Background: an optimization exercise with open tools, aiming at small area, a short achievable clock period and few clock cycles. Do not read the settings as production practice.
Only simulation tests tie the RTL to the original design; equivalence was not proved.
No activity file was given, so power comes from the tool's default toggle rates.

<file path="constraint.sdc">
create_clock -name core_clock -period 10.0 [get_ports {clk}]
set_input_delay 2.0000 -clock core_clock [delete_from_list [all_inputs] [get_ports {clk}]]
set_output_delay 2.0000 -clock core_clock [all_outputs]
set_load 0.01 [all_outputs]
</file>
<file path="standard.sh">
#!/bin/bash
# synth_recipe.tcl (not shown) runs the flow's synth.tcl, then flattens the netlist and writes it again
# the make line also repeats each setting of config.mk as NAME=value (left out here)
make -C /OpenROAD-flow-scripts/flow DESIGN_CONFIG=/design/flow/config.mk WORK_HOME=/design/flow/orfs CLKGATE_MAP_FILE= SYNTH_SCRIPT=/design/flow/synth_recipe.tcl "${@:-finish}"
</file>
<file path="config.mk">
export PLATFORM = sky130hd
export DESIGN_NAME = ccl_top
export DESIGN_NICKNAME = ccl_top
export VERILOG_FILES = /design/flow/design.v
export SDC_FILE = /design/flow/constraint.sdc
export NUM_CORES = 4
export LEC_CHECK = 0
export CAP_MARGIN = 20
export CORE_MARGIN = 2
export CORE_UTILIZATION = 40
export SLEW_MARGIN = 20
</file>
<file path="design.v">
package ccl_pkg;
    typedef struct packed {
        logic [5-1:0] row;
        logic [5-1:0] col;
    } pixel_pos_t;
    typedef struct packed {
        logic [$clog2(128)-1:0] byte_addr;
        logic [2:0]                        bit_sel;
    } pixel_loc_t;
    typedef union packed {
        pixel_pos_t pos;
        pixel_loc_t loc;
    } pixel_index_t;
    typedef enum logic [2:0] {
        DIR_LEFT_UP    = 3'd0,
        DIR_UP         = 3'd1,
        DIR_RIGHT_UP   = 3'd2,
        DIR_LEFT       = 3'd3,
        DIR_RIGHT      = 3'd4,
        DIR_LEFT_DOWN  = 3'd5,
        DIR_DOWN       = 3'd6,
        DIR_RIGHT_DOWN = 3'd7
    } dir_t;
    typedef logic [5-1:0] label_t;
endpackage
`timescale 1ns/1ps
module ccl_top (
    input  logic                              clk,
    input  logic                              reset,
    input  logic [7:0]                        rom_q,
    output logic [$clog2(128)-1:0] rom_a,
    output logic [$clog2(1024)-1:0]    sram_a,
    output logic [7:0]                        sram_d,
    output logic                              sram_wen,
    output logic                              finish
);
    logic m_p1, m_p2, m_fb, m_done;
    logic run;
    logic p1_end;
    assign run = m_p1 || m_p2;
    logic [6:0] tbl [0:127];
    logic [6:0] R, R_n, prv;
    logic [6:0] t_q;
    logic       tw_en;
    logic [6:0] tw_a, tw_d;
    logic       tw_en_n;
    logic [6:0] tw_a_n, tw_d_n;
    assign t_q = tbl[R];
    always_ff @(posedge clk) begin
        if (tw_en) tbl[tw_a] <= tw_d;
    end
    logic [6:0] lb [0:31];
    logic       lbw_en;
    logic [4:0] lbw_a;
    logic [6:0] lbw_d;
    logic       lbw_en_n;
    logic [4:0] lbw_a_n;
    logic [6:0] lbw_d_n;
    logic [4:0] la_r, lr_r;      
    logic [6:0] lba_rd, lbb_rd;
    always_ff @(posedge clk) begin
        if (lbw_en) lb[lbw_a] <= lbw_d;
    end
    assign lba_rd = (lbw_en && lbw_a == la_r) ? lbw_d : lb[la_r];
    assign lbb_rd = (lbw_en && lbw_a == lr_r) ? lbw_d : lb[lr_r];
    logic [7:0]  rq;         
    assign rq = {rom_q[0], rom_q[1], rom_q[2], rom_q[3], rom_q[4], rom_q[5], rom_q[6], rom_q[7]};
    logic [31:0] cur, prev, nxt;
    logic [3:0]  nv;
    logic [5:0]  frow;       
    logic [2:0]  fk;         
    logic [5:0]  y;          
    logic        nxt_ready;
    logic        f_req, b_req;
    logic        q1_f, q1_b, q2_f, q2_b;
    logic [1:0]  q1_k, q2_k;
    assign nxt_ready = frow[5] || (nv == 4'hF);
    logic [7:0]  bnext;      
    logic [6:0]  bcap;       
    logic [7:0]  bm;
    logic [6:0]  bcur;
    logic [7:0]  bq0, bq1;
    logic [6:0]  bq0a, bq1a;
    logic        bq0_v, bq1_v;
    logic        b_done, b_wr, b_pop, b_single;
    logic [2:0]  bnx;
    logic [1:0]  b_occ;
    assign b_occ  = 2'(bq0_v) + 2'(bq1_v) + 2'(q1_b) + 2'(q2_b);
    assign b_req  = run && !bnext[7] && !b_occ[1];
    assign f_req  = run && !frow[5] && !fk[2] && !b_req;
    assign b_done = bnext[7] && (b_occ == 2'd0) && (bm == 8'd0);
    always_comb begin
        bnx = 3'd0;
        for (int i = 7; i >= 0; i--) if (bm[i]) bnx = 3'(i);
    end
    assign b_single = ((bm & (bm - 8'd1)) == 8'd0);
    logic        xv;         
    logic [4:0]  xr;         
    logic        fL, fUL, fU, fUR, fEvt, fUn;
    logic [31:0] rem;        
    logic        rem_z;      
    logic [31:0] ohr, ohn, pr, pn;
    always_comb begin
        pr[0] = 1'b0;
        pn[0] = 1'b0;
        for (int i = 1; i < 32; i++) begin
            pr[i] = pr[i-1] | rem[i-1];
            pn[i] = pn[i-1] | nxt[i-1];
        end
        ohr = rem & ~pr;
        ohn = nxt & ~pn;
    end
    function automatic [4:0] enc32(input [31:0] oh);
        enc32 = 5'd0;
        for (int i = 0; i < 32; i++) if (oh[i]) enc32 = enc32 | 5'(i);
    endfunction
    logic [4:0] xr_r, xm_r, xp_r, xr_n, xm_n, xp_n;
    logic       rL, rUL, rU, rUR, nL_, nUL_, nU_, nUR_;
    logic       r_last, n_last;   
    assign xr_r   = enc32(ohr);
    assign xm_r   = enc32(ohr >> 1);
    assign xp_r   = enc32(ohr << 1);
    assign rL     = |(cur  & (ohr >> 1));
    assign rUL    = |(prev & (ohr >> 1));
    assign rU     = |(prev & ohr);
    assign rUR    = |(prev & (ohr << 1));
    assign r_last = !(|(rem & pr));
    assign xr_n   = enc32(ohn);
    assign xm_n   = enc32(ohn >> 1);
    assign xp_n   = enc32(ohn << 1);
    assign nL_    = |(nxt & (ohn >> 1));
    assign nUL_   = |(cur & (ohn >> 1));
    assign nU_    = |(cur & ohn);
    assign nUR_   = |(cur & (ohn << 1));
    assign n_last = !(|(nxt & pn));
    logic [6:0]  last;       
    logic [7:0]  ev;         
    logic        px_go;
    logic [6:0]  lab;
    logic [6:0]  ua_n;
    logic        sel_en;
    logic        adv;
    logic        overflow;
    logic [4:0]  f0, f1;
    logic [1:0]  fcnt;
    logic        pf_push, pf_pop;
    logic [4:0]  pf_val;
    logic        u_a1, u_a2, u_b1, u_b2, u_link;
    logic        u_busy;
    logic [6:0]  ua, ub;
    logic        u_req;
    logic        found;
    assign u_busy   = u_a1 || u_a2 || u_b1 || u_b2 || u_link;
    assign found    = (R == prv);
    assign overflow = m_p1 && xv && fEvt && ev[7];
    assign px_go    = xv && ((m_p1 && !(fUn && u_busy) && !(fEvt && ev[7])) ||
                             (m_p2 && (!fEvt || (fcnt != 2'd0))));
    assign pf_pop   = m_p2 && xv && fEvt && (fcnt != 2'd0);
    always_comb begin
        if (fL)             lab = last;
        else if (fU || fUL) lab = lba_rd;
        else if (fUR)       lab = lbb_rd;
        else if (m_p1)      lab = ev[6:0];
        else                lab = {2'b00, f0};
    end
    assign ua_n  = fL ? last : lba_rd;
    assign u_req = m_p1 && px_go && fUn;
    assign sel_en = !xv || px_go;
    assign adv    = sel_en && rem_z && nxt_ready && (y != 6'd32) && run;
    logic        r_r, r_c, r_p;
    logic [7:0]  pfe;        
    logic [7:0]  ntot;       
    logic [4:0]  rc;         
    logic        pf_space;
    logic        r_root;
    assign r_root   = (R == pfe[6:0]);
    assign pf_space = (fcnt != 2'd2) || pf_pop;
    assign pf_push  = pf_space && ((r_c && r_root) || r_p);
    assign pf_val   = r_p ? R[4:0] : rc;
    typedef enum logic [2:0] {F_CLR, F_A, F_W, F_C, F_D} fst_t;
    typedef enum logic [1:0] {K_SEED, K_GROW, K_NBR} kind_t;
    fst_t        fst;
    kind_t       kind;
    logic [9:0]  fb_idx, seed, pix;
    logic [2:0]  dir;
    logic [4:0]  flab;
    logic        wrote;
    logic        fgb, visb;
    logic [4:0]  prow, pcol;
    logic signed [2:0] drow, dcol;
    logic [4:0]  nrow, ncol;
    logic        nin;
    logic        f_set;
    logic [9:0]  fa_idx;
    assign prow = pix[9:5];
    assign pcol = pix[4:0];
    always_comb begin
        case (dir)
            3'd0: begin drow = -3'sd1; dcol = -3'sd1; end
            3'd1: begin drow = -3'sd1; dcol =  3'sd0; end
            3'd2: begin drow = -3'sd1; dcol =  3'sd1; end
            3'd3: begin drow =  3'sd0; dcol = -3'sd1; end
            3'd4: begin drow =  3'sd0; dcol =  3'sd1; end
            3'd5: begin drow =  3'sd1; dcol = -3'sd1; end
            3'd6: begin drow =  3'sd1; dcol =  3'sd0; end
            default: begin drow = 3'sd1; dcol = 3'sd1; end
        endcase
    end
    assign nrow = prow + {{2{drow[2]}}, drow};
    assign ncol = pcol + {{2{dcol[2]}}, dcol};
    assign nin  = !((drow == -3'sd1 && prow == 5'd0) || (drow == 3'sd1 && prow == 5'd31) ||
                    (dcol == -3'sd1 && pcol == 5'd0) || (dcol == 3'sd1 && pcol == 5'd31));
    always_comb begin
        case (kind)
            K_SEED:  fa_idx = seed;
            K_GROW:  fa_idx = pix;
            default: fa_idx = {nrow, ncol};
        endcase
    end
    assign f_set = m_fb && (fst == F_D) && (kind != K_GROW) && fgb && !visb;
    always_comb begin
        R_n = t_q;
        if (m_fb) begin
            if (fst == F_A)      R_n = fa_idx[9:3];
            else if (fst != F_W) R_n = R;
        end else if (p1_end) begin
            R_n = 7'd0;
        end else if (u_req) begin
            R_n = ua_n;
        end else if (u_a2 && found) begin
            R_n = ub;
        end else if ((r_c && r_root) || r_p) begin
            R_n = pf_space ? pfe[6:0] + 7'd1 : R;
        end
    end
    logic p1_evt_wr;
    assign p1_end = m_p1 && !xv && (y == 6'd32) && !u_busy && !tw_en;
    assign p1_evt_wr = m_p1 && px_go && fEvt;
    always_comb begin
        tw_en_n = 1'b0;
        tw_a_n  = ev[6:0];
        tw_d_n  = ev[6:0];
        if (m_fb) begin
            if (fst == F_CLR) begin
                tw_en_n = (fb_idx[9:7] == 3'd0);
                tw_a_n  = fb_idx[6:0];
                tw_d_n  = 7'd0;
            end else begin
                tw_en_n = f_set && (fb_idx[2:0] != 3'd7);
                tw_a_n  = fb_idx[9:3];
                tw_d_n  = R | (7'd1 << fb_idx[2:0]);
            end
        end else if (m_p2) begin
            tw_en_n = pf_push;
            tw_a_n  = pfe[6:0];
            tw_d_n  = {2'b00, pf_val};
        end else if (p1_evt_wr) begin
            tw_en_n = 1'b1;
        end else begin
            tw_en_n = u_link && (ua != ub);
            tw_a_n  = (ua > ub) ? ua : ub;
            tw_d_n  = (ua > ub) ? ub : ua;
        end
    end
    always_comb begin
        lbw_en_n = px_go;
        lbw_a_n  = xr;
        lbw_d_n  = lab;
        if (m_fb) begin
            if (fst == F_CLR) begin
                lbw_en_n = (fb_idx[9:5] == 5'd0);
                lbw_a_n  = fb_idx[4:0];
                lbw_d_n  = 7'd0;
            end else begin
                lbw_en_n = f_set && (fb_idx[2:0] == 3'd7);
                lbw_a_n  = fb_idx[9:5];
                lbw_d_n  = lbb_rd | (7'd1 << fb_idx[4:3]);
            end
        end
    end
    logic [9:0] sa_n;
    logic [7:0] sd_n;
    logic       swen_n;
    assign b_wr = run && (bm != 8'd0) && !(m_p2 && px_go);
    always_comb begin
        sa_n   = {y[4:0], xr};
        sd_n   = {3'b000, lab[4:0]};
        swen_n = 1'b1;
        if (m_fb) begin
            sa_n = fb_idx;
            if (fst == F_CLR) begin
                sd_n   = 8'h00;
                swen_n = 1'b0;
            end else begin
                sd_n   = {3'b000, (kind == K_SEED) ? flab + 5'd1 : flab};
                swen_n = !f_set;
            end
        end else if (m_p2 && px_go) begin
            swen_n = 1'b0;
        end else if (b_wr) begin
            sa_n   = {bcur, bnx};
            sd_n   = 8'h00;
            swen_n = 1'b0;
        end
    end
    logic sc_done;
    assign sc_done = !xv && rem_z && ((y == 6'd31) || (y == 6'd32));
    assign b_pop = bq0_v && ((bm == 8'd0) || (b_wr && b_single));
    always_ff @(posedge clk) begin
        if (q2_f) begin
            case (q2_k)
                2'd0:    nxt[7:0]   <= rq;
                2'd1:    nxt[15:8]  <= rq;
                2'd2:    nxt[23:16] <= rq;
                default: nxt[31:24] <= rq;
            endcase
        end
        if (b_pop) begin
            bq0  <= bq1;
            bq0a <= bq1a;
        end
        if (q2_b) begin
            if (b_pop ? !bq1_v : !bq0_v) begin
                bq0  <= ~rq;
                bq0a <= bcap;
            end else begin
                bq1  <= ~rq;
                bq1a <= bcap;
            end
        end
        tw_a  <= tw_a_n;
        tw_d  <= tw_d_n;
        lbw_a <= lbw_a_n;
        lbw_d <= lbw_d_n;
        if (u_req) begin
            ua <= ua_n;
            ub <= lbb_rd;
        end else if (u_a2 && found) begin
            ua <= R;
        end else if (u_b2 && found) begin
            ub <= R;
        end
        R   <= R_n;
        prv <= R;
        if (sel_en && run) begin
            if (!rem_z) begin
                xr   <= xr_r;
                la_r <= rU ? xr_r : xm_r;
                lr_r <= xp_r;
                fL   <= rL;
                fUL  <= rUL;
                fU   <= rU;
                fUR  <= rUR;
                fEvt <= !(rL || rUL || rU || rUR);
                fUn  <= rUR && !rU && (rL || rUL);
                rem  <= rem & ~ohr;
            end else if (adv) begin
                xr   <= xr_n;
                la_r <= nU_ ? xr_n : xm_n;
                lr_r <= xp_n;
                fL   <= nL_;
                fUL  <= nUL_;
                fU   <= nU_;
                fUR  <= nUR_;
                fEvt <= !(nL_ || nUL_ || nU_ || nUR_);
                fUn  <= nUR_ && !nU_ && (nL_ || nUL_);
                rem  <= nxt & ~ohn;
            end
        end
        if (m_fb && fst == F_A) lr_r <= fa_idx[9:5];
        if (px_go) last <= lab;
        sram_a <= sa_n;
        sram_d <= sd_n;
    end
    always_ff @(posedge clk or posedge reset) begin
        if (reset) begin
            m_p1     <= 1'b1;
            m_p2     <= 1'b0;
            m_fb     <= 1'b0;
            m_done   <= 1'b0;
            tw_en    <= 1'b0;
            lbw_en   <= 1'b0;
            rom_a    <= '0;
            sram_wen <= 1'b1;
            finish   <= 1'b0;
            cur      <= '0;
            prev     <= '0;
            rem_z    <= 1'b1;
            nv       <= '0;
            frow     <= '0;
            fk       <= '0;
            y        <= 6'd63;
            q1_f     <= 1'b0;
            q1_b     <= 1'b1;
            q2_f     <= 1'b0;
            q2_b     <= 1'b0;
            q1_k     <= '0;
            q2_k     <= '0;
            bnext    <= 8'd1;
            bcap     <= '0;
            bm       <= '0;
            bcur     <= '0;
            bq0_v    <= 1'b0;
            bq1_v    <= 1'b0;
            xv       <= 1'b0;
            ev       <= '0;
            u_a1     <= 1'b0;
            u_a2     <= 1'b0;
            u_b1     <= 1'b0;
            u_b2     <= 1'b0;
            u_link   <= 1'b0;
            r_r      <= 1'b0;
            r_c      <= 1'b0;
            r_p      <= 1'b0;
            pfe      <= '0;
            ntot     <= '0;
            rc       <= 5'd1;
            f0       <= '0;
            f1       <= '0;
            fcnt     <= '0;
            fst      <= F_CLR;
            kind     <= K_SEED;
            fb_idx   <= '0;
            seed     <= '0;
            pix      <= '0;
            dir      <= '0;
            flab     <= '0;
            wrote    <= 1'b0;
            fgb      <= 1'b0;
            visb     <= 1'b0;
        end else begin
            tw_en    <= tw_en_n;
            lbw_en   <= lbw_en_n;
            sram_wen <= swen_n;
            q1_f <= f_req;
            q1_b <= b_req;
            q1_k <= fk[1:0];
            q2_f <= q1_f;
            q2_b <= q1_b;
            q2_k <= q1_k;
            if (b_req)      rom_a <= bnext[6:0];
            else if (f_req) rom_a <= {frow[4:0], fk[1:0]};
            if (f_req) fk <= fk + 3'd1;
            if (b_req) bnext <= bnext + 8'd1;
            if (q2_b) bcap <= bcap + 7'd1;
            if (q2_f) nv[q2_k] <= 1'b1;
            if (b_wr) bm <= bm & (bm - 8'd1);
            if (b_pop) begin
                bm    <= bq0;
                bcur  <= bq0a;
                bq0_v <= bq1_v || (q2_b && bq1_v);
                bq1_v <= 1'b0;
                if (q2_b) begin
                    if (bq1_v) bq1_v <= 1'b1;
                    else       bq0_v <= 1'b1;
                end
            end else if (q2_b) begin
                if (bq0_v) bq1_v <= 1'b1;
                else       bq0_v <= 1'b1;
            end
            if (sel_en && run) begin
                if (!rem_z) begin
                    xv    <= 1'b1;
                    rem_z <= r_last;
                end else if (adv) begin
                    prev  <= cur;
                    cur   <= frow[5] ? 32'd0 : nxt;
                    rem_z <= frow[5] || n_last;
                    y     <= y + 6'd1;
                    nv    <= '0;
                    fk    <= '0;
                    frow  <= frow[5] ? frow : frow + 6'd1;
                    xv    <= !frow[5] && (nxt != 32'd0);
                end else begin
                    xv    <= 1'b0;
                end
            end
            if (p1_evt_wr) ev <= ev + 8'd1;
            if (u_req) u_a1 <= 1'b1;
            if (u_a1) begin u_a1 <= 1'b0; u_a2 <= (ua != ub); end
            if (u_a2 && found) begin u_a2 <= 1'b0; u_b1 <= 1'b1; end
            if (u_b1) begin u_b1 <= 1'b0; u_b2 <= 1'b1; end
            if (u_b2 && found) begin u_b2 <= 1'b0; u_link <= 1'b1; end
            if (u_link && !p1_evt_wr) u_link <= 1'b0;
            if (r_r) begin r_r <= 1'b0; r_c <= 1'b1; end
            if (r_c) begin
                if (!r_root) begin r_c <= 1'b0; r_p <= 1'b1; end
                else if (pf_space) begin r_c <= 1'b0; r_r <= (pfe + 8'd1 != ntot); end
            end
            if (r_p && pf_space) begin r_p <= 1'b0; r_r <= (pfe + 8'd1 != ntot); end
            if (pf_push) begin
                pfe <= pfe + 8'd1;
                if (r_c) rc <= rc + 5'd1;
            end
            case ({pf_push, pf_pop})
                2'b10: begin
                    if (fcnt == 2'd0) f0 <= pf_val; else f1 <= pf_val;
                    fcnt <= fcnt + 2'd1;
                end
                2'b01: begin
                    f0   <= f1;
                    fcnt <= fcnt - 2'd1;
                end
                2'b11: begin
                    if (fcnt == 2'd1) f0 <= pf_val;
                    else begin f0 <= f1; f1 <= pf_val; end
                end
                default: ;
            endcase
            if (overflow) begin
                m_p1   <= 1'b0;
                m_fb   <= 1'b1;
                fst    <= F_CLR;
                fb_idx <= '0;
                xv     <= 1'b0;
                u_a1   <= 1'b0;
                u_a2   <= 1'b0;
                u_b1   <= 1'b0;
                u_b2   <= 1'b0;
                u_link <= 1'b0;
            end else if (p1_end) begin
                m_p1  <= 1'b0;
                m_p2  <= 1'b1;
                r_r   <= (ev != 8'd0);
                ntot  <= ev;
                cur   <= '0;
                prev  <= '0;
                rem_z <= 1'b1;
                y     <= 6'd63;
                nv    <= '0;
                fk    <= '0;
                frow  <= '0;
            end else if (m_p2 && sc_done && b_done) begin
                m_p2   <= 1'b0;
                m_done <= 1'b1;
                finish <= 1'b1;
                r_r    <= 1'b0;
                r_c    <= 1'b0;
                r_p    <= 1'b0;
            end
            if (m_fb) begin
                case (fst)
                    F_CLR: begin
                        fb_idx <= fb_idx + 10'd1;
                        if (fb_idx == 10'd1023) begin
                            fst  <= F_A;
                            kind <= K_SEED;
                            seed <= '0;
                            flab <= '0;
                        end
                    end
                    F_A: begin
                        if (kind == K_NBR && !nin) begin
                            if (dir == 3'd7) begin
                                dir  <= '0;
                                kind <= K_GROW;
                                if (pix == 10'd1023) begin
                                    if (wrote) begin
                                        pix   <= '0;
                                        wrote <= 1'b0;
                                    end else begin
                                        kind  <= K_SEED;
                                    end
                                end else begin
                                    pix <= pix + 10'd1;
                                end
                            end else begin
                                dir <= dir + 3'd1;
                            end
                        end else begin
                            fb_idx <= fa_idx;
                            rom_a  <= fa_idx[9:3];
                            fst    <= F_W;
                        end
                    end
                    F_W: fst <= F_C;
                    F_C: begin
                        fgb  <= rq[fb_idx[2:0]];
                        visb <= (fb_idx[2:0] == 3'd7) ? lbb_rd[fb_idx[4:3]] : R[fb_idx[2:0]];
                        fst  <= F_D;
                    end
                    default: begin
                        fst <= F_A;
                        case (kind)
                            K_SEED: begin
                                if (fgb && !visb) begin
                                    flab  <= flab + 5'd1;
                                    kind  <= K_GROW;
                                    pix   <= '0;
                                    wrote <= 1'b0;
                                end else if (seed == 10'd1023) begin
                                    m_fb   <= 1'b0;
                                    m_done <= 1'b1;
                                    finish <= 1'b1;
                                end else begin
                                    seed <= seed + 10'd1;
                                end
                            end
                            K_GROW: begin
                                if (fgb && visb) begin
                                    kind <= K_NBR;
                                    dir  <= '0;
                                end else if (pix == 10'd1023) begin
                                    if (wrote) begin
                                        pix   <= '0;
                                        wrote <= 1'b0;
                                    end else begin
                                        kind  <= K_SEED;
                                    end
                                end else begin
                                    pix <= pix + 10'd1;
                                end
                            end
                            default: begin
                                if (f_set) wrote <= 1'b1;
                                if (dir == 3'd7) begin
                                    dir  <= '0;
                                    kind <= K_GROW;
                                    if (pix == 10'd1023) begin
                                        if (wrote || f_set) begin
                                            pix   <= '0;
                                            wrote <= 1'b0;
                                        end else begin
                                            kind  <= K_SEED;
                                        end
                                    end else begin
                                        pix <= pix + 10'd1;
                                    end
                                end else begin
                                    dir <= dir + 3'd1;
                                end
                            end
                        endcase
                    end
                endcase
            end
        end
    end
endmodule
</file>
<file path="flow/run.sh">
#!/bin/bash
# The standard layout (the standard.sh: standard synthesis, floorplan,
# placement, CTS, routing, finish), with the timing repair steps asked to
# leave 6.5 ns of setup slack at the design's 10 ns clock instead of 0.
# The constraints (constraint.sdc) are the design's, unchanged.
set -euo pipefail
export SETUP_SLACK_MARGIN=6.5
bash standard.sh synth > synth.log 2>&1
bash standard.sh finish > layout.log 2>&1
</file>
==> run_results.csv, run 1 <==
group,metric,value,unit
route,wl_met3,16.8,mm
sta,worst_pin_slew,1.11,ns
clock_tree,cts_tree,"yes",
setup_path,crit_type,"reg -> reg",
synth,synth-edff-count,1247,
synth,yosys_warnings,1,
clock_tree,numCtsBuffers,167,
layout,nets,5066,
global_route,antenna_found_initial,5,
run_status,status,"no timing/DRC/antenna violations",
global_route,grt_max_degree,170,
setup_path,worst-path-max-fanout,12,
layout,final_cell_mix,"edfxtp_1, nand2_1, nor2_1",
synth,synth_seq_cells,1561,
global_route,grtUsageTotal,22.8,%
setup_path,cp_top_family,"multiplexers",
worst_hold_path,hp-class,"reg -> reg",
synth,synthFlopType,"edfxtp_1",
route,drc_errors,0,
global_route,grt_first_pass_wirelength,305,mm
route,met2_wirelength,94.6,mm
sta,fin_hold_ws,0.370,ns
clock_tree,cts_buffer_depth,3,
sta,post-route-period-util,35.2,%
setup_path,slowest_stage,"mux4_2",
route,routed-via-count,45400,
pwr,p_leak,0.0246,uW
clock_tree,cts_sinks,1561,
synth,syn_avg_cell_area,14.3,sq um
setup_path,max_stage_delay,0.56,ns
sta,period_needed,3.52,ns
route,first_pass_iters,8,
clock_tree,path_clk_slew,0.06,ns
synth,syn_inst,4926,
place,gp_congestion,0.953,
setup_path,arrival,4.25,ns
setup_path,cp-start-kind,"register",
clock_tree,root_buffer,"clkbuf_16",
route,routed_wl,208,mm
sta,hold_violations,0,
clock_tree,clk_latency,0.84,ns
global_route,first_global_vias,44000,
place,dp_hpwl,133,mm
die,die-area,180000,sq um
setup_path,worstPathCellList,"buf_12 -> bufbuf_16 -> mux4_2 -> mux4_2 -> mux4_2 -> mux2_2 -> a221o_1 -> mux2_2",
layout,syn2layout_area_growth,14.2,%
sta,maxSlewViolCount,0,
synth,post_synth_instance_area,70500,sq um
setup_path,cp-end-kind,"register",
die,die_height,424,microns
sta,rsz0062_at_grt,"true",
die,initial_core_util,40.1,%
clock_tree,h-tree-depth,4,
synth,ys_seq_area_share,63.7,%
sta,skew,0.0655,ns
pwr,ir_drop,0.147,mV
die,core_area,176000,sq um
route,drt_iter0_markers,5515,
setup_path,crit_path_frequent_cell,"mux4_2",
route,dr.max_layer_used,"met5",
sta,setup_viol,0,
sta,fmax,0.284,GHz
die,rows,154,
die,io_pins,37,
layout,drive_gt1_share,20.2,%
sta,timing.setup.tns,0,ns
route,post_drt_wl_per_cell,27.8,microns
route,ant_nets,0,
synth,async_flop_share,15.0,%
setup_path,crit_buf_inv,2,
setup_path,required,10.73,ns
die,die_x,424,microns
place,io_buffers,33,
job,maxCapViolations,0,
layout,final_common_cell,"edfxtp_1",
sta,slew_headroom,25.5,%
global_route,overflow,0,
route,wl_met1,88.9,mm
pwr,power_density,164,nW/um^2
route,viasPerCell,6.07,
synth,synthDistinctLibCells,86,
-- synthesized netlist by cell type (35+ instances only) --
| cell | instances | area (sq um) |
|---|---|---|
| a21oi_1 | 174 | 871 |
| a221oi_1 | 35 | 307 |
| a22o_1 | 54 | 473 |
| a31oi_1 | 55 | 344 |
| buf_2 | 47 | 235 |
| clkbuf_1 | 224 | 841 |
| dfrtp_1 | 222 | 5560 |
| dfxtp_1 | 80 | 1600 |
| edfxtp_1 | 1247 | 37400 |
| ha_1 | 48 | 601 |
| inv_1 | 94 | 353 |
| mux2_2 | 46 | 518 |
| mux2i_1 | 99 | 991 |
| mux4_2 | 380 | 8560 |
| nand2_1 | 462 | 1730 |
| nand3_1 | 108 | 541 |
| nand4_1 | 46 | 288 |
| nor2_1 | 416 | 1560 |
| nor2b_1 | 42 | 263 |
| nor3_1 | 81 | 405 |
| o21ai_0 | 221 | 1110 |
| o22ai_1 | 53 | 332 |
| xnor2_1 | 60 | 526 |
| xor2_1 | 43 | 377 |
-- flip-flops by register name (all words and copies together), names as in the netlist, 10 cells and up, named ones only --
name / cells
cur: 32
nxt: 32
lb: 224
pix: 10
rem: 31
fb_idx: 10
sram_a: 10
seed: 10
prev: 32
tbl: 896
-- per-stage QoR --
stage          std cells  util [%]  setup slack, ns  total power (uW)  instance area [sq um]
2_1_floorplan       4928         -             4.95              7080                  70500
3_5_place_dp        7065      41.7             5.17              7100                  73200
6_report            7484      45.8             6.48             13200                  80500
5_1_grt             7482      45.8             6.40             13500                  80500
4_1_cts             7418      45.3             6.47             13300                  79600
3_3_place_gp        7064      41.7             5.21              7100                  73200
-- final cells by class --
class	instances	area (sq um)
diodes	2	5.00
clock buffers	217	4460
clock inverters	89	1040
fillers	15400	95200
inverters	98	385
multi-input cells	2955	24500
flip-flops and latches	1561	45000
well taps	2340	2930
repair buffers	221	2220
repair inverters	1	5.00
-- power breakdown --
group	internal (uW)	total [uW]	switching (uW)
Combinational	7.25	40.8	33.5
Clock	3500	6200	2700
Sequential	6920	6920	0
Total	10400	13200	2730
-- what timing repair did --
action,4_1_cts,5_1_grt
setup endpoints to repair,250,271
gates resized for setup,156,78
pin swaps,7,16
buffers inserted,40,61
hold buffers,0,0
endpoints found under the hold margin,0,0
gates cloned,7,2
-- worst paths after layout --
kind / startpoint / end / slack (ns) / cells after the start
min: q1_k[0] / q2_k[0] / 0.37 / 0
max in group asynchronous: reset / rom_a[4] / 6.77 / 5
max: register / register / 6.48 / 8
min reg2reg: q1_k[0] / q2_k[0] / 0.37 / 0
max reg2reg: register / register / 6.48 / 8
min in group asynchronous: reset / bcur[3] / 1.73 / 3
-- layer usage --
layer | vias to the layer above | global-route usage [%]
met5 | - | 0
met4 | 2 | 8.24
met3 | 400 | 4.14
met2 | 2197 | 34.7
met1 | 23400 | 33.0
li1 | 19400 | -
-- kinds of logic after synthesis --
| group | share of synthesized area [%] |
|---|---|
| xor gates and xnor gates | 1.28 |
| and+or+nand+nor | 9.11 |
| AOI/OAI and AO/OA | 8.25 |
| adders and majority gates | 1.04 |
| other | 0.00532 |
| DFF | 63.7 |
| muxes | 14.3 |
| buffers and inverters | 2.33 |
Testbench counts, summed over its fixed seeds: cycles 33,184.
==> inputs of run 2 (changes only) <==
--- a/design.v
+++ b/design.v
@@ -57,11 +57,11 @@
     logic [4:0] lbw_a_n;
     logic [6:0] lbw_d_n;
-    logic [4:0] la_r, lr_r;      
-    logic [6:0] lba_rd, lbb_rd;
+    logic [4:0] la_r;            
+    logic [4:0] lr_r;            
+    logic [6:0] lb_rd;
     always_ff @(posedge clk) begin
         if (lbw_en) lb[lbw_a] <= lbw_d;
     end
-    assign lba_rd = (lbw_en && lbw_a == la_r) ? lbw_d : lb[la_r];
-    assign lbb_rd = (lbw_en && lbw_a == lr_r) ? lbw_d : lb[lr_r];
+    assign lb_rd = (lbw_en && lbw_a == la_r) ? lbw_d : lb[la_r];
     logic [7:0]  rq;         
     assign rq = {rom_q[0], rom_q[1], rom_q[2], rom_q[3], rom_q[4], rom_q[5], rom_q[6], rom_q[7]};
@@ -142,4 +142,5 @@
     logic        adv;
     logic        overflow;
+    logic        ph, ph1;
     logic [4:0]  f0, f1;
     logic [1:0]  fcnt;
@@ -154,16 +155,16 @@
     assign found    = (R == prv);
     assign overflow = m_p1 && xv && fEvt && ev[7];
-    assign px_go    = xv && ((m_p1 && !(fUn && u_busy) && !(fEvt && ev[7])) ||
+    assign px_go    = xv && ((m_p1 && !(fUn && u_busy) && !(fEvt && ev[7]) && !(fUn && !fL && !ph)) ||
                              (m_p2 && (!fEvt || (fcnt != 2'd0))));
     assign pf_pop   = m_p2 && xv && fEvt && (fcnt != 2'd0);
     always_comb begin
-        if (fL)             lab = last;
-        else if (fU || fUL) lab = lba_rd;
-        else if (fUR)       lab = lbb_rd;
+        if (fL)                    lab = last;
+        else if (fU || fUL || fUR) lab = lb_rd;
         else if (m_p1)      lab = ev[6:0];
         else                lab = {2'b00, f0};
     end
-    assign ua_n  = fL ? last : lba_rd;
+    assign ua_n  = fL ? last : ua;
     assign u_req = m_p1 && px_go && fUn;
+    assign ph1   = m_p1 && xv && fUn && !fL && !ph && !u_busy;
     assign sel_en = !xv || px_go;
     assign adv    = sel_en && rem_z && nxt_ready && (y != 6'd32) && run;
@@ -275,5 +276,5 @@
                 lbw_en_n = f_set && (fb_idx[2:0] == 3'd7);
                 lbw_a_n  = fb_idx[9:5];
-                lbw_d_n  = lbb_rd | (7'd1 << fb_idx[4:3]);
+                lbw_d_n  = lb_rd | (7'd1 << fb_idx[4:3]);
             end
         end
@@ -333,7 +334,9 @@
         lbw_a <= lbw_a_n;
         lbw_d <= lbw_d_n;
-        if (u_req) begin
+        if (ph1) begin
+            ua <= lb_rd;
+        end else if (u_req) begin
             ua <= ua_n;
-            ub <= lbb_rd;
+            ub <= lb_rd;
         end else if (u_a2 && found) begin
             ua <= R;
@@ -346,5 +349,5 @@
             if (!rem_z) begin
                 xr   <= xr_r;
-                la_r <= rU ? xr_r : xm_r;
+                la_r <= rU ? xr_r : (rUL && !rL) ? xm_r : xp_r;
                 lr_r <= xp_r;
                 fL   <= rL;
@@ -357,5 +360,5 @@
             end else if (adv) begin
                 xr   <= xr_n;
-                la_r <= nU_ ? xr_n : xm_n;
+                la_r <= nU_ ? xr_n : (nUL_ && !nL_) ? xm_n : xp_n;
                 lr_r <= xp_n;
                 fL   <= nL_;
@@ -368,5 +371,6 @@
             end
         end
-        if (m_fb && fst == F_A) lr_r <= fa_idx[9:5];
+        if (ph1) la_r <= lr_r;
+        if (m_fb && fst == F_A) la_r <= fa_idx[9:5];
         if (px_go) last <= lab;
         sram_a <= sa_n;
@@ -404,4 +408,5 @@
             bq1_v    <= 1'b0;
             xv       <= 1'b0;
+            ph       <= 1'b0;
             ev       <= '0;
             u_a1     <= 1'b0;
@@ -477,4 +482,6 @@
             end
             if (p1_evt_wr) ev <= ev + 8'd1;
+            if (ph1) ph <= 1'b1;
+            else if (px_go) ph <= 1'b0;
             if (u_req) u_a1 <= 1'b1;
             if (u_a1) begin u_a1 <= 1'b0; u_a2 <= (ua != ub); end
@@ -577,5 +584,5 @@
                     F_C: begin
                         fgb  <= rq[fb_idx[2:0]];
-                        visb <= (fb_idx[2:0] == 3'd7) ? lbb_rd[fb_idx[4:3]] : R[fb_idx[2:0]];
+                        visb <= (fb_idx[2:0] == 3'd7) ? lb_rd[fb_idx[4:3]] : R[fb_idx[2:0]];
                         fst  <= F_D;
                     end
--- a/config.mk
+++ b/config.mk
@@ -8,4 +8,4 @@
 export CAP_MARGIN = 20
 export CORE_MARGIN = 2
-export CORE_UTILIZATION = 40
+export CORE_UTILIZATION = 70
 export SLEW_MARGIN = 20
==> run 2 against run 1 <==
Compared with the run above:
- critical path depth increased by 1
- via count increased by 8.1%
- largest power group unchanged
- synthesized cell count decreased by 2.7%
- die area decreased by 43%
- core utilization increased by 33 points
- sequential power about the same
==> run_results.csv, run 2 <==
group,metric,value,unit
global_route,grtUsageTotal,44.3,%
clock_tree,numCtsBuffers,152,
setup_path,cp-end-kind,"register",
worst_hold_path,hp-class,"reg -> reg",
clock_tree,cts_sinks,1557,
global_route,grt_max_degree,177,
place,io_buffers,33,
layout,final_cell_mix,"edfxtp_1, nor2_1, nand2_1",
layout,largest_reg_flops,896,
place,gp_congestion,1.01,
job,maxCapViolations,0,
layout,reg.largest.list,"tbl (896), lb (224)",
sta,skew,0.0536,ns
synth,synth-edff-count,1247,
setup_path,required,10.70,ns
worst_hold_path,worst_hold_path.num_cells,0,
sta,worst_pin_slew,1.29,ns
sta,period_needed,3.78,ns
die,rows,115,
layout,fill_cells,5185,
die,core_area,98400,sq um
global_route,first_global_vias,46400,
sta,fin_hold_ws,0.361,ns
pwr,p_sw_share,21.4,%
synth,yosys.area.top_type,"edfxtp_1",
sta,rsz0062_at_grt,"true",
global_route,antenna_found_initial,8,
synth,synthMostInstantiatedCell,"edfxtp_1",
sta,maxSlewViolCount,0,
sta,fmax,0.264,GHz
pwr,ir_drop,0.225,mV
synth,synthFlopType,"edfxtp_1",
route,first_pass_iters,11,
synth,synth_common_cells,"edfxtp_1, nor2_1, nand2_1",
global_route,grt_first_pass_wirelength,325,mm
run_status,status,"no timing/DRC/antenna violations",
pwr,seqPwrFrac,53.2,%
synth,synth_seq_cells,1557,
clock_tree,h-tree-depth,4,
setup_path,arrival,4.49,ns
pwr,p_leak,0.0248,uW
synth,synth.top_cells.by_area,"edfxtp_1, mux4_2, dfrtp_1",
sta,setup_viol,0,
route,ant_nets,0,
route,routed_wl,230,mm
layout,final_common_cell,"edfxtp_1",
die,io_pins,37,
synth,syn_inst,4794,
clock_tree,root_buffer,"clkbuf_16",
pwr,p_sw,2770,uW
synth,yosys.area.top_type_share,53.9,%
synth,synthDistinctLibCells,110,
place,place_inst,5863,
setup_path,r2r_cells,9,
route,routed-via-count,49100,
pwr,clock_power_share,46.6,%
layout,drive_gt1_share,19.2,%
pwr,power_density,167,nW/um^2
global_route,overflow,0,
die,die_x,319,microns
place,dp_hpwl,126,mm
layout,nets,4910,
synth,post_synth_instance_area,69500,sq um
pwr,comb_power_share,0.3,%
clock_tree,cts_tree,"yes",
clock_tree,clk_latency,0.82,ns
sta,post-route-period-util,37.8,%
sta,timing.setup.tns,0,ns
setup_path,cp-start-kind,"register",
route,post_drt_wl_per_cell,36.8,microns
layout,largest_register,"tbl",
layout,stdcell_count,6271,
synth,yosys_warnings,1,
die,initial_core_util,70.6,%
route,drt_iter0_markers,9334,
setup_path,crit_type,"reg -> reg",
route,drc_errors,0,
layout,syn2layout_area_growth,11.6,%
synth,ys_seq_area_share,64.5,%
synth,async_flop_share,15.1,%
setup_path,worst-path-max-fanout,21,
die,die-area,102000,sq um
synth,syn_avg_cell_area,14.5,sq um
sta,slew_headroom,13.6,%
die,die_height,319,microns
sta,hold_violations,0,
pwr,intPower,10200,uW
route,viasPerCell,7.82,
clock_tree,path_clk_slew,0.07,ns
clock_tree,cts_buffer_depth,3,
==> run 2: cell families after synthesis <==
| family | synth area share, % |
|---|---|
| DFF | 64.5 |
| and+or+nand+nor | 9.41 |
| AOI/OAI and AO/OA | 8.50 |
| muxes | 12.8 |
| buffers and inverters | 2.49 |
| xor gates and xnor gates | 1.22 |
| adders and majority gates | 1.07 |
| other | 0.00540 |
==> run 2: metal layers <==
metal / vias up / GRT usage, % / wire length [microns]
li1: 18900 / - / -
met1: 24100 / 58.6 / 76500
met2: 4908 / 68.3 / 106000
met3: 1119 / 11.5 / 31100
met4: 6 / 24.0 / 16900
met5: - / 0 / 41
==> run 2: final cells by class <==
| type | instances | area [sq um] | share of cell area [%] |
|---|---|---|---|
| timing repair buffer | 216 | 2110 | 2.72 |
| sequential | 1557 | 44900 | 57.9 |
| multi-input combinational | 2838 | 23500 | 30.3 |
| tap | 1287 | 1610 | 2.08 |
| antenna | 6 | 15.0 | 0.0194 |
| clock inverter | 78 | 926 | 1.19 |
| inverter | 87 | 335 | 0.432 |
| clock buffer | 202 | 4150 | 5.34 |
==> run 2: worst max-delay path, cell delays in order (launching register included) <==
cell and delay (ns):
dfxtp_4 0.49, buf_16 0.25, mux4_2 0.61, mux4_2 0.56
o22ai_1 0.50, a21oi_1 0.25, nand2_1 0.28, a221oi_1 0.15
a31o_2 0.29, mux2_2 0.26
==> run 2: power by group through the flow <==
stage	logic [uW]	clock network, uW	registers (uW)
after detailed placement	33.3	0	7040
after global placement	32.5	0	7040
after floorplan	16.4	0	7050
final	33.8	6050	6900
after global routing	37.6	6220	6900
after CTS	33.1	5960	6910
==> run 2: repair_timing <==
action | 4_1_cts | 5_1_grt
endpoints found under the setup margin | 182 | 170
pin swaps | 13 | 23
cloned | 5 | 6
gates resized for setup | 123 | 79
hold endpoints to repair | 0 | 0
hold buffers | 0 | 0
setup buffers | 42 | 66
==> run 2: final timing paths <==
kind	startpoint	to	slack, ns
min in group asynchronous	reset	bcur[5]	1.74
min reg2reg	q1_k[1]	q2_k[1]	0.36
max in group asynchronous	reset	u_b2	6.82
max reg2reg	register	register	6.22
max	register	register	6.22
min	q1_k[1]	q2_k[1]	0.36
==> run 2: metrics by stage <==
stage                     total power [uW]  util [%]  area, sq um  setup slack, ns
after floorplan                       7060         -        69500             4.93
after global placement                7080      71.8        70600             5.74
after detailed placement              7080      71.8        70600             5.59
after CTS                            12900      77.7        76500             6.49
after global routing                 13200      78.8        77500             6.24
final                                13000      78.8        77600             6.22
Testbench counts of run 2, summed over its fixed seeds: cycles 33,226.
==> inputs of run 3 (changes only) <==
--- a/design.v
+++ b/design.v
@@ -36,4 +36,6 @@
 );
     logic m_p1, m_p2, m_fb, m_done;
+    logic swr;       
+    assign sram_wen = !swr;
     logic run;
     logic p1_end;
@@ -58,5 +60,4 @@
     logic [6:0] lbw_d_n;
     logic [4:0] la_r;            
-    logic [4:0] lr_r;            
     logic [6:0] lb_rd;
     always_ff @(posedge clk) begin
@@ -170,10 +171,9 @@
     assign adv    = sel_en && rem_z && nxt_ready && (y != 6'd32) && run;
     logic        r_r, r_c, r_p;
-    logic [7:0]  pfe;        
     logic [7:0]  ntot;       
     logic [4:0]  rc;         
     logic        pf_space;
     logic        r_root;
-    assign r_root   = (R == pfe[6:0]);
+    assign r_root   = (R == ev[6:0]);
     assign pf_space = (fcnt != 2'd2) || pf_pop;
     assign pf_push  = pf_space && ((r_c && r_root) || r_p);
@@ -232,5 +232,5 @@
             R_n = ub;
         end else if ((r_c && r_root) || r_p) begin
-            R_n = pf_space ? pfe[6:0] + 7'd1 : R;
+            R_n = pf_space ? ev[6:0] + 7'd1 : R;
         end
     end
@@ -254,5 +254,5 @@
         end else if (m_p2) begin
             tw_en_n = pf_push;
-            tw_a_n  = pfe[6:0];
+            tw_a_n  = ev[6:0];
             tw_d_n  = {2'b00, pf_val};
         end else if (p1_evt_wr) begin
@@ -307,5 +307,9 @@
     logic sc_done;
     assign sc_done = !xv && rem_z && ((y == 6'd31) || (y == 6'd32));
-    assign b_pop = bq0_v && ((bm == 8'd0) || (b_wr && b_single));
+    logic bm_free, b_direct, b_push;
+    assign bm_free  = (bm == 8'd0) || (b_wr && b_single);
+    assign b_pop    = bq0_v && bm_free;
+    assign b_direct = q2_b && bm_free && !bq0_v;
+    assign b_push   = q2_b && !b_direct;
     always_ff @(posedge clk) begin
         if (q2_f) begin
@@ -321,5 +325,5 @@
             bq0a <= bq1a;
         end
-        if (q2_b) begin
+        if (b_push) begin
             if (b_pop ? !bq1_v : !bq0_v) begin
                 bq0  <= ~rq;
@@ -350,5 +354,4 @@
                 xr   <= xr_r;
                 la_r <= rU ? xr_r : (rUL && !rL) ? xm_r : xp_r;
-                lr_r <= xp_r;
                 fL   <= rL;
                 fUL  <= rUL;
@@ -361,5 +364,4 @@
                 xr   <= xr_n;
                 la_r <= nU_ ? xr_n : (nUL_ && !nL_) ? xm_n : xp_n;
-                lr_r <= xp_n;
                 fL   <= nL_;
                 fUL  <= nUL_;
@@ -371,5 +373,5 @@
             end
         end
-        if (ph1) la_r <= lr_r;
+        if (ph1) la_r <= la_r + 5'd2;
         if (m_fb && fst == F_A) la_r <= fa_idx[9:5];
         if (px_go) last <= lab;
@@ -386,5 +388,5 @@
             lbw_en   <= 1'b0;
             rom_a    <= '0;
-            sram_wen <= 1'b1;
+            swr      <= 1'b0;
             finish   <= 1'b0;
             cur      <= '0;
@@ -418,5 +420,4 @@
             r_c      <= 1'b0;
             r_p      <= 1'b0;
-            pfe      <= '0;
             ntot     <= '0;
             rc       <= 5'd1;
@@ -437,5 +438,5 @@
             tw_en    <= tw_en_n;
             lbw_en   <= lbw_en_n;
-            sram_wen <= swen_n;
+            swr      <= !swen_n;
             q1_f <= f_req;
             q1_b <= b_req;
@@ -451,14 +452,18 @@
             if (q2_f) nv[q2_k] <= 1'b1;
             if (b_wr) bm <= bm & (bm - 8'd1);
+            if (b_direct) begin
+                bm    <= ~rq;
+                bcur  <= bcap;
+            end
             if (b_pop) begin
                 bm    <= bq0;
                 bcur  <= bq0a;
-                bq0_v <= bq1_v || (q2_b && bq1_v);
+                bq0_v <= bq1_v;
                 bq1_v <= 1'b0;
-                if (q2_b) begin
+                if (b_push) begin
                     if (bq1_v) bq1_v <= 1'b1;
                     else       bq0_v <= 1'b1;
                 end
-            end else if (q2_b) begin
+            end else if (b_push) begin
                 if (bq0_v) bq1_v <= 1'b1;
                 else       bq0_v <= 1'b1;
@@ -493,9 +498,9 @@
             if (r_c) begin
                 if (!r_root) begin r_c <= 1'b0; r_p <= 1'b1; end
-                else if (pf_space) begin r_c <= 1'b0; r_r <= (pfe + 8'd1 != ntot); end
+                else if (pf_space) begin r_c <= 1'b0; r_r <= (ev + 8'd1 != ntot); end
             end
-            if (r_p && pf_space) begin r_p <= 1'b0; r_r <= (pfe + 8'd1 != ntot); end
+            if (r_p && pf_space) begin r_p <= 1'b0; r_r <= (ev + 8'd1 != ntot); end
             if (pf_push) begin
-                pfe <= pfe + 8'd1;
+                ev <= ev + 8'd1;
                 if (r_c) rc <= rc + 5'd1;
             end
@@ -531,4 +536,5 @@
                 r_r   <= (ev != 8'd0);
                 ntot  <= ev;
+                ev    <= '0;
                 cur   <= '0;
                 prev  <= '0;
==> flow/run.sh (replaced) <==
#!/bin/bash
# The standard layout (the standard.sh: standard synthesis, floorplan,
# placement, CTS, routing, finish), with the timing repair steps asked to
# leave 6.8 ns of setup slack at the design's 10 ns clock instead of 0.
# The constraints (constraint.sdc) are the design's, unchanged.
set -euo pipefail
export SETUP_SLACK_MARGIN=6.8
bash standard.sh synth > synth.log 2>&1
bash standard.sh finish > layout.log 2>&1
--- a/config.mk
+++ b/config.mk
@@ -8,4 +8,4 @@
 export CAP_MARGIN = 20
 export CORE_MARGIN = 2
-export CORE_UTILIZATION = 70
+export CORE_UTILIZATION = 45
 export SLEW_MARGIN = 20
==> run 3 against run 2 <==
Compared with the run above:
- still clean
- non-clock buffer count rose by 122
- routed wire length down 15%
- critical path depth shrank 8
- synthesized cell count down 2.1%
- hold slack worse by 0.0048 ns
- design area is 3.0% higher
- area after synthesis down 1.1%
- clock-buffer cell count grew 7
- critical path type is now reg -> out
- clock skew up 0.011 ns
==> run_results.csv, run 3 <==
group,metric,value,unit
route,viasPerCell,6.17,
synth,yosys.area_share.simple,9.12,%
layout,syn2layout_area_growth,16.2,%
layout,reg.largest.list,"tbl (896), lb (224)",
setup_path,crit_start,"finish",
synth,syn_avg_cell_area,14.6,sq um
worst_hold_path,hp-start,"q1_k[0]",
sta,fmax,0.299,GHz
layout,final_cell_mix,"edfxtp_1, nor2_1, nand2_1",
setup_path,cp-start-kind,"register",
die,io_pins,37,
clock_tree,root_buffer,"clkbuf_16",
synth,synth_fa_ha_area_share,1.17,%
die,die_height,395,microns
synth,synth-edff-count,1242,
pwr,p_leak,0.0254,uW
setup_path,slowest_stage,"dfrtp_1",
clock_tree,cts_buffer_depth,3,
setup_path,crit_type,"reg -> out",
synth,synth_common_cells,"edfxtp_1, nor2_1, nand2_1",
route,post_drt_wl_per_cell,27.5,microns
synth,yosys.area.top_type_share,54.2,%
pwr,intPower,10400,uW
pwr,comb_power_share,0.3,%
clock_tree,cts_sinks,1544,
die,initial_core_util,45.3,%
synth,ys_seq_area_share,64.7,%
synth,synth_seq_cells,1544,
place,dp_hpwl,122,mm
pwr,ir_drop,0.174,mV
synth,synth_compound_area_share,7.76,%
sta,post-route-period-util,33.4,%
place,place_ws,5.48,ns
route,drc_errors,0,
route,first_pass_iters,6,
sta,maxSlewViolCount,0,
global_route,grt_max_degree,103,
synth,yosys_warnings,1,
clock_tree,clk_latency,0.81,ns
place,io_buffers,33,
sta,skew,0.0644,ns
route,routed_wl,195,mm
layout,largest_reg_flops,896,
clock_tree,numCtsBuffers,164,
setup_path,r2r-start,"nxt[1]",
global_route,first_global_vias,41600,
setup_path,max_stage_delay,0.42,ns
place,gp_congestion,0.933,
sta,finalWorstSetupSlack,6.66,ns
synth,syn_inst,4695,
sta,setup_viol,0,
sta,rsz0062_at_grt,"true",
pwr,p_sw_share,20.2,%
sta,worst_pin_slew,1.14,ns
pwr,clock_power_share,47.2,%
layout,nets,4975,
synth,synthMostInstantiatedCell,"edfxtp_1",
pwr,seqPwrFrac,52.5,%
setup_path,required,8.00,ns
synth,synth_xor_area_share,1.13,%
worst_hold_path,hp-class,"reg -> reg",
setup_path,cp_top_family,"flip-flops",
route,drt_iter0_markers,5181,
die,die-area,156000,sq um
synth,synth.top_cells.by_area,"edfxtp_1, mux4_2, dfrtp_1",
setup_path,worst-path-max-fanout,2,
global_route,grtUsageTotal,24.5,%
synth,synthFlopType,"edfxtp_1",
setup_path,arrival,1.34,ns
global_route,antenna_found_initial,7,
pwr,power_density,163,nW/um^2
synth,post_synth_instance_area,68700,sq um
route,ant_nets,0,
setup_path,cp-end-kind,"output pin",
setup_path,worstPathCellList,"buf_6",
synth,synthMuxAreaShare,13.6,%
clock_tree,path_clk_slew,0.06,ns
sta,slew_headroom,23.5,%
sta,hold_violations,0,
run_status,status,"no timing/DRC/antenna violations",
clock_tree,h-tree-depth,4,
global_route,overflow,0,
job,maxCapViolations,0,
die,core_area,152000,sq um
die,die_x,395,microns
layout,drive_gt1_share,23.6,%
route,routed-via-count,43700,
synth,synth_top_family_by_area,"multiplexers",
sta,period_needed,3.34,ns
synth,synthDistinctLibCells,113,
pwr,total_power,13000,uW
synth,async_flop_share,14.7,%
die,rows,143,
pwr,p_sw,2630,uW
layout,final_common_cell,"edfxtp_1",
synth,yosys.area.top_type,"edfxtp_1",
global_route,grt_first_pass_wirelength,285,mm
sta,timing.setup.tns,0,ns
layout,largest_register,"tbl",
clock_tree,cts_tree,"yes",
setup_path,crit_buf_inv,1,
run 3: cell types whose count changed after synthesis, moves of 13 or more:
cell and change:
a22oi_1 -20, mux2_2 +13, a21oi_1 -36, o31ai_1 -13, a22o_1 -13, inv_1 +14
mux2i_1 +26, buf_2 -14
run 3: what timing repair did:
item                       in CTS  in global routing
resized for setup             270                116
gates cloned                   10                  4
setup buffers                 130                 97
hold buffers                    0                  0
setup endpoints to repair     352                247
pin swaps                      33                 38
run 3: area by class of cell:
class                   instances  area, sq um
repair inverters                1         5.00
inverters                     101          389
clock buffers                 209         4460
repair buffers                338         3220
diodes                          1         2.50
well taps                    2030         2540
clock inverters                96         1070
flip-flops and latches       1544        44600
fillers                     12400        72000
multi-input cells            2764        23600
run 3: per-stage QoR:
step	hold WS (ns)	util [%]	area, sq um	cells
6_report	0.356	52.6	79900	7084
4_1_cts	0.357	51.6	78500	6981
3_3_place_gp	0.341	46.7	71000	6535
3_5_place_dp	0.336	46.7	71000	6536
5_1_grt	0.367	52.6	79900	7083
2_1_floorplan	0.331	-	68800	4697
run 3: cells by family after synthesis:
group | Yosys count
DFF | 1544
and+or+nand+nor | 1289
AOI/OAI and AO/OA | 807
muxes | 507
buffers and inverters | 393
xor gates and xnor gates | 89
adders and majority gates | 65
other | 1
run 3: worst paths after layout:
path / end / slack [ns] / depth (start not counted)
max: finish / 6.66 / 1
min: q2_k[0] / 0.36 / 0
max reg2reg: register / 6.67 / 13
min reg2reg: q2_k[0] / 0.36 / 0
max in group asynchronous: ev[6] / 7.06 / 4
min in group asynchronous: prev[22] / 1.62 / 2
run 3: power groups by stage:
stage | logic (uW) | clock network (uW) | registers [uW]
2_1_floorplan | 17.2 | 0 | 6990
3_3_place_gp | 33.4 | 0 | 6990
3_5_place_dp | 33.7 | 0 | 6990
4_1_cts | 34.4 | 6250 | 6850
5_1_grt | 37.7 | 6490 | 6850
6_report | 32.7 | 6160 | 6850
run 3: routing by layer:
metal | global-route usage, % | routed length (microns) | vias up
li1 | - | - | 18900
met1 | 36.9 | 85300 | 22500
met2 | 36.9 | 87900 | 1975
met3 | 4.24 | 16400 | 345
met4 | 6.58 | 5270 | 2
met5 | 0 | 13 | -
Testbench counts of run 3, summed over its fixed seeds: cycles 33,171.
==> inputs of run 4 (changes only) <==
--- a/config.mk
+++ b/config.mk
@@ -8,4 +8,4 @@
 export CAP_MARGIN = 20
 export CORE_MARGIN = 2
-export CORE_UTILIZATION = 45
+export CORE_UTILIZATION = 40
 export SLEW_MARGIN = 20
==> run 4 against run 3 <==
Compared with the run above:
- largest power group unchanged
- largest cell class unchanged
- flip-flop and latch count stayed put
- design area is 0.48% higher
- sequential share of layout area is 0.26 points lower
- non-clock buffer count is 1 lower
==> run_results.csv, run 4 <==
group,metric,value,unit
synth,async_flop_share,14.7,%
setup_path,required,8.00,ns
clock_tree,root_buffer,"clkbuf_16",
sta,hold_violations,0,
pwr,ir_drop,0.177,mV
setup_path,cp-start-kind,"register",
clock_tree,h-tree-depth,4,
layout,reg.largest.list,"tbl (896), lb (224)",
synth,post_synth_instance_area,68700,sq um
clock_tree,cts_tree,"yes",
job,maxCapViolations,0,
layout,multi_input_area,23700,sq um
sta,slew_headroom,22.6,%
run_status,status,"no timing/DRC/antenna violations",
synth,yosys.area_share.simple,9.12,%
synth,synth_compound_area_share,7.76,%
pwr,power_density,163,nW/um^2
die,core_area,171000,sq um
layout,utilization,46.9,%
setup_path,arrival,1.43,ns
clock_tree,cts_sinks,1544,
setup_path,cp-end-kind,"output pin",
place,gp_congestion,0.951,
global_route,antenna_found_initial,3,
clock_tree,path_clk_slew,0.06,ns
clock_tree,numCtsBuffers,162,
clock_tree,cts_buffer_depth,3,
synth,yosys_warnings,1,
synth,synthDistinctLibCells,113,
sta,setup_viol,0,
layout,final_cell_mix,"edfxtp_1, nor2_1, nand2_1",
sta,skew,0.0403,ns
die,io_pins,37,
route,post_drt_wl_per_cell,26.7,microns
sta,timing.setup.tns,0,ns
synth,synth_xor_area_share,1.13,%
synth,synthMuxAreaShare,13.6,%
setup_path,r2r_cells,11,
sta,worst_pin_slew,1.16,ns
global_route,overflow,0,
layout,regArea,44600,sq um
die,rows,152,
layout,largest_register,"tbl",
worst_hold_path,hp-class,"reg -> reg",
global_route,grt_first_pass_wirelength,283,mm
synth,synth_seq_cells,1544,
route,ant_nets,0,
global_route,grtUsageTotal,21.7,%
layout,drive_gt1_share,24.4,%
synth,synth_fa_ha_area_share,1.17,%
synth,syn_avg_cell_area,14.6,sq um
synth,syn_inst,4695,
layout,syn2layout_area_growth,16.7,%
route,drc_errors,0,
route,routed-via-count,43700,
die,initial_core_util,40.2,%
pwr,p_leak,0.0254,uW
synth,synth_top_family_by_area,"multiplexers",
place,io_buffers,33,
synth,ys_seq_area_share,64.7,%
route,first_pass_iters,6,
sta,post-route-period-util,34.3,%
synth,synthFlopType,"edfxtp_1",
sta,maxSlewViolCount,0,
layout,fill_cells,14700,
synth,synth.top_cells.by_area,"edfxtp_1, mux4_2, dfrtp_1",
layout,final_common_cell,"edfxtp_1",
layout,largest_reg_flops,896,
setup_path,crit_type,"reg -> out",
sta,fmax,0.292,GHz
synth,yosys.area.top_type_share,54.2,%
synth,synth-edff-count,1242,
clock_tree,hold_buffers,0,
worst_hold_path,worst_hold_path.num_cells,0,
sta,period_needed,3.43,ns
route,viasPerCell,6.01,
setup_path,worst-path-max-fanout,1,
synth,synth_common_cells,"edfxtp_1, nor2_1, nand2_1",
synth,yosys.area.top_type,"edfxtp_1",
place,dp_hpwl,121,mm
sta,rsz0062_at_grt,"true",
die,die_height,419,microns
global_route,first_global_vias,42000,
clock_tree,clk_latency,0.82,ns
global_route,grt_max_degree,153,
layout,nets,4972,
die,die-area,175000,sq um
route,drt_iter0_markers,5260,
synth,synthMostInstantiatedCell,"edfxtp_1",
route,routed_wl,195,mm
die,die_x,419,microns
-- run 4: cell counts after synthesis --
Identical to the previous run, type by type.
-- run 4: critical path, cell delays in order (launching register included) --
cell     delay (ns)
dfrtp_2        0.46
inv_2          0.07
buf_6          0.09
-- run 4: kinds of logic after synthesis --
logic type / after synthesis
AO/OA/AOI/OAI: 807
XOR/XNOR: 89
adder cells (fa/ha/maj): 65
buffers and inverters: 393
flip-flops: 1544
multiplexers: 507
other: 1
AND/OR/NAND/NOR: 1289
-- run 4: report_power, final --
part | internal, uW | switching (uW)
logic | 5.74 | 25.8
clock network | 3570 | 2600
registers | 6850 | 0.871
total | 10400 | 2630
-- run 4: final timing paths --
check | from | to | slack (ns)
max in group asynchronous | reset | ev[4] | 7.04
worst min-delay path | q1_f | q2_f | 0.35
worst max-delay path | swr | sram_wen | 6.57
worst min register to register | q1_f | q2_f | 0.35
min in group asynchronous | reset | dir[0] | 1.85
worst max register to register | rem[1] | register | 6.73
-- run 4: layout make-up --
class                      count  area share, %
tap                         2233           3.48
antenna                        2        0.00624
inverter                     101          0.491
clock inverter                92           1.35
multi-input combinational   2765           29.6
timing repair buffer         337           4.09
sequential                  1544           55.6
clock buffer                 209           5.43
-- run 4: stage by stage --
stage	setup slack, ns	area (sq um)	std cells	hold WS [ns]	power [uW]
finish	6.57	80200	7283	0.348	13100
global route	6.52	80200	7281	0.356	13400
CTS	6.50	78700	7175	0.351	13100
detailed placement	5.51	71100	6726	0.344	7020
global placement	5.50	71100	6726	0.336	7020
floorplan	5.04	68800	4697	0.331	7010
-- run 4: timing repair --
| item | in CTS | in global routing |
|---|---|---|
| setup buffers | 136 | 99 |
| cloned | 12 | 6 |
| endpoints found under the setup margin | 514 | 342 |
| resized for setup | 295 | 142 |
| pin swaps | 24 | 44 |
-- run 4: per-layer routing --
metal / GRT usage (%) / wire (microns)
met1: 30.2 / 80500
met2: 34.9 / 93200
met3: 3.29 / 14200
met4: 7.54 / 6900
met5: 0 / 23
==> inputs of run 5 (changes only) <==
==> flow/run.sh (replaced) <==
#!/bin/bash
# The standard layout (the standard.sh: standard synthesis, floorplan,
# placement, CTS, routing, finish), with the timing repair steps asked to
# leave 7.0 ns of setup slack at the design's 10 ns clock instead of 0.
# The constraints (constraint.sdc) are the design's, unchanged.
set -euo pipefail
export SETUP_SLACK_MARGIN=7.0
bash standard.sh synth > synth.log 2>&1
bash standard.sh finish > layout.log 2>&1
--- a/config.mk
+++ b/config.mk
@@ -8,4 +8,4 @@
 export CAP_MARGIN = 20
 export CORE_MARGIN = 2
-export CORE_UTILIZATION = 40
+export CORE_UTILIZATION = 45
 export SLEW_MARGIN = 20
==> run 5 against run 4 <==
Compared with the run above:
- still clean on timing, DRC and antenna
- register-to-register slack gained 0.08 ns
- area after synthesis is the same
- die area decreased by 11%
- non-clock buffer count grew 173
- routed wire length increased by 3.0%
- clock power is 2% higher
- core utilization is 7.6 points higher
- synthesized cell count unchanged
- clock skew grew 0.028 ns
- sequential power about the same
- critical endpoint is now finish
==> run_results.csv, run 5 <==
group,metric,value,unit
die,io_pins,37,
setup_path,crit_start,"finish",
pwr,p_sw_share,20.2,%
pwr,clock_power_share,47.8,%
die,initial_core_util,45.3,%
setup_path,cp.depth,1,
route,drt_iter0_markers,5585,
place,io_buffers,33,
global_route,first_global_vias,42700,
route,viasPerCell,6.22,
sta,hold_violations,0,
clock_tree,cts_buffer_depth,3,
route,ant_nets,0,
synth,synth.top_cells.by_area,"edfxtp_1, mux4_2, dfrtp_1",
layout,num_antenna_cells,0,
pwr,ir_drop,0.177,mV
route,post_drt_wl_per_cell,27.7,microns
pwr,power_density,159,nW/um^2
die,core_area,152000,sq um
sta,period_needed,3.43,ns
route,first_pass_iters,6,
synth,synth_seq_cells,1544,
synth,synth_common_cells,"edfxtp_1, nor2_1, nand2_1",
synth,yosys.area.top_type_share,54.2,%
clock_tree,root_buffer,"clkbuf_16",
layout,stdcell_count,7250,
layout,largest_register,"tbl",
sta,maxSlewViolCount,0,
setup_path,crit_buf_inv,1,
sta,skew,0.0678,ns
place,dp_hpwl,123,mm
sta,post-route-period-util,34.3,%
synth,ys_seq_area_share,64.7,%
pwr,total_power,13200,uW
route,drc_errors,0,
die,rows,143,
global_route,grt_max_degree,156,
route,routed_wl,201,mm
synth,syn_avg_cell_area,14.6,sq um
global_route,antenna_found_initial,2,
setup_path,r2r_cells,10,
clock_tree,path_clk_slew,0.06,ns
pwr,intPower,10500,uW
layout,final_common_cell,"edfxtp_1",
sta,fmax,0.292,GHz
setup_path,cp-start-kind,"register",
setup_path,ff2ff_setup_slack,6.81,ns
place,place_inst,6529,
global_route,overflow,0,
place,place_area,71000,sq um
setup_path,required,8.00,ns
layout,drive_gt1_share,28.9,%
sta,timing.setup.tns,0,ns
setup_path,crit_end,"finish",
setup_path,reg2reg_to,"la_r[3]",
synth,syn_inst,4695,
clock_tree,cts_tree,"yes",
clock_tree,clk_latency,0.84,ns
pwr,seqPwrFrac,51.9,%
sta,rsz0062_at_grt,"true",
pwr,p_sw,2660,uW
synth,synthFlopType,"edfxtp_1",
global_route,grtUsageTotal,25.1,%
clock_tree,numCtsBuffers,162,
layout,stdcell_area,82800,sq um
die,die_height,395,microns
setup_path,max_stage_delay,0.44,ns
pwr,comb_power_share,0.3,%
pwr,p_leak,0.0267,uW
place,gp_congestion,0.952,
setup_path,arrival,1.43,ns
synth,yosys_warnings,1,
layout,final_cell_mix,"edfxtp_1, buf_4, nor2_1",
clock_tree,cts_sinks,1544,
run_status,status,"no timing/DRC/antenna violations",
sta,slew_headroom,4.63,%
setup_path,slowest_stage,"dfrtp_1",
layout,largest_reg_flops,896,
synth,async_flop_share,14.7,%
synth,synthMostInstantiatedCell,"edfxtp_1",
die,die_x,395,microns
setup_path,crit_type,"reg -> out",
synth,synth-edff-count,1242,
layout,reg.largest.list,"tbl (896), lb (224)",
setup_path,r2r-start,"rem[1]",
setup_path,cp-end-kind,"output pin",
synth,post_synth_instance_area,68700,sq um
clock_tree,h-tree-depth,4,
global_route,grt_first_pass_wirelength,293,mm
setup_path,worst-path-max-fanout,2,
layout,nets,5146,
synth,synthDistinctLibCells,113,
setup_path,cp_top_family,"flip-flops",
die,die-area,156000,sq um
job,maxCapViolations,0,
synth,yosys.area.top_type,"edfxtp_1",
sta,setup_viol,0,
worst_hold_path,hp-class,"reg -> reg",
setup_path,worstPathCellList,"buf_6",
route,routed-via-count,45100,
layout,syn2layout_area_growth,20.4,%
sta,worst_pin_slew,1.43,ns
-- run 5: cells by family (layout without fill, tap and decap cells) --
group | Yosys count | after routing | share of synthesized area [%]
flops | 1544 | 1544 | 64.7
simple gates | 1289 | 1290 | 9.12
compound gates | 807 | 812 | 7.76
mux | 507 | 507 | 13.6
buf+inv | 393 | 910 | 2.52
xor+xnor | 89 | 89 | 1.13
fa+ha+maj | 65 | 65 | 1.17
other cells | 1 | 3 | 0.00545
-- run 5: what timing repair did --
item                                    CTS  global route
hold buffers                              0             0
pin swaps                                72            89
endpoints found under the setup margin  385           377
setup buffers                           240           151
hold endpoints to repair                  0             0
gates cloned                             22             8
gates resized for setup                 424           227
-- run 5: power by group through the flow --
stage	Clock, uW	Combinational [uW]	Sequential (uW)
after floorplan	0	17.2	6990
after global placement	0	35.9	6990
after detailed placement	0	36.2	6990
after CTS	6390	36.3	6850
after global routing	6640	41.5	6850
final	6300	36.7	6850
-- run 5: metal layers --
metal,wire (microns),track usage (%)
met1,86300,37.4
met2,91300,37.7
met3,17200,4.96
met4,5850,7.08
met5,0,0
-- run 5: worst min path at each step --
stage | from | end | cells after the start
final | q1_k[0] | q2_k[0] | 0
after global routing | q1_f | q2_f | 0
after CTS | q1_k[0] | q2_k[0] | 0
after detailed placement | q1_k[0] | q2_k[0] | 0
after global placement | q1_k[1] | q2_k[1] | 0
after floorplan | q1_f | q2_f | 0
-- run 5: layout make-up --
type / count / area (sq um)
Clock inverter: 92 / 1300
Sequential cell: 1544 / 44600
Fill cell: 12000 / 69100
Clock buffer: 207 / 4290
Multi-Input combinational cell: 2766 / 24500
Timing Repair Buffer: 510 / 5110
Inverter: 101 / 397
Tap cell: 2030 / 2540
-- run 5: through the flow --
stage	utilization [%]	setup WS (ns)	hold slack (ns)
floorplan	-	5.04	0.331
global placement	46.7	5.63	0.335
detailed placement	46.7	5.63	0.343
CTS	52.9	6.50	0.360
global route	54.5	6.52	0.368
finish	54.5	6.57	0.356

port drivers added, routing unchanged:
Ports are ideal in the flow. The routed layouts listed here were re-timed in OpenROAD. Step 1, drivers: a clkbuf_16 drives clk and a buf_2 each remaining input, both assumed. Step 2 moves the port delays by t, midway between the first and last clock arrival at a register: inputs arrive t later, outputs are due t later. That takes back most of the time a late clock gives input paths. a / b / c = no drivers / after step 1 / after step 2; a / b = the first two.
| run | shift t [ns] | slack for setup (ns) | worst setup path after step 2 | clock arrival spread, ns | worst data-port slew with drivers (ns) |
|---|---|---|---|---|---|
| run 1 | 0.895 | 6.478 / 6.448 / 5.944 | input, reset recovery | 0.067 / 0.068 | 0.03 |
| run 2 | 0.871 | 6.215 / 6.215 / 5.997 | input, reset recovery | 0.059 / 0.059 | 0.10 |
| run 3 | 0.863 | 6.656 / 6.575 / 6.261 | input, reset recovery | 0.075 / 0.074 | 0.04 |
| run 4 | 0.876 | 6.571 / 6.492 / 5.988 | input to register | 0.042 / 0.042 | 0.03 |
| run 5 | 0.896 | 6.573 / 6.486 / 6.186 | input to register | 0.075 / 0.074 | 0.03 |
After both steps every run listed still meets setup and hold. For run 4, which loses most, drivers alone change the setup slack by -0.079 ns; drivers and shift together by -0.583 ns. The worst setup slack also covers recovery checks on asynchronous resets.
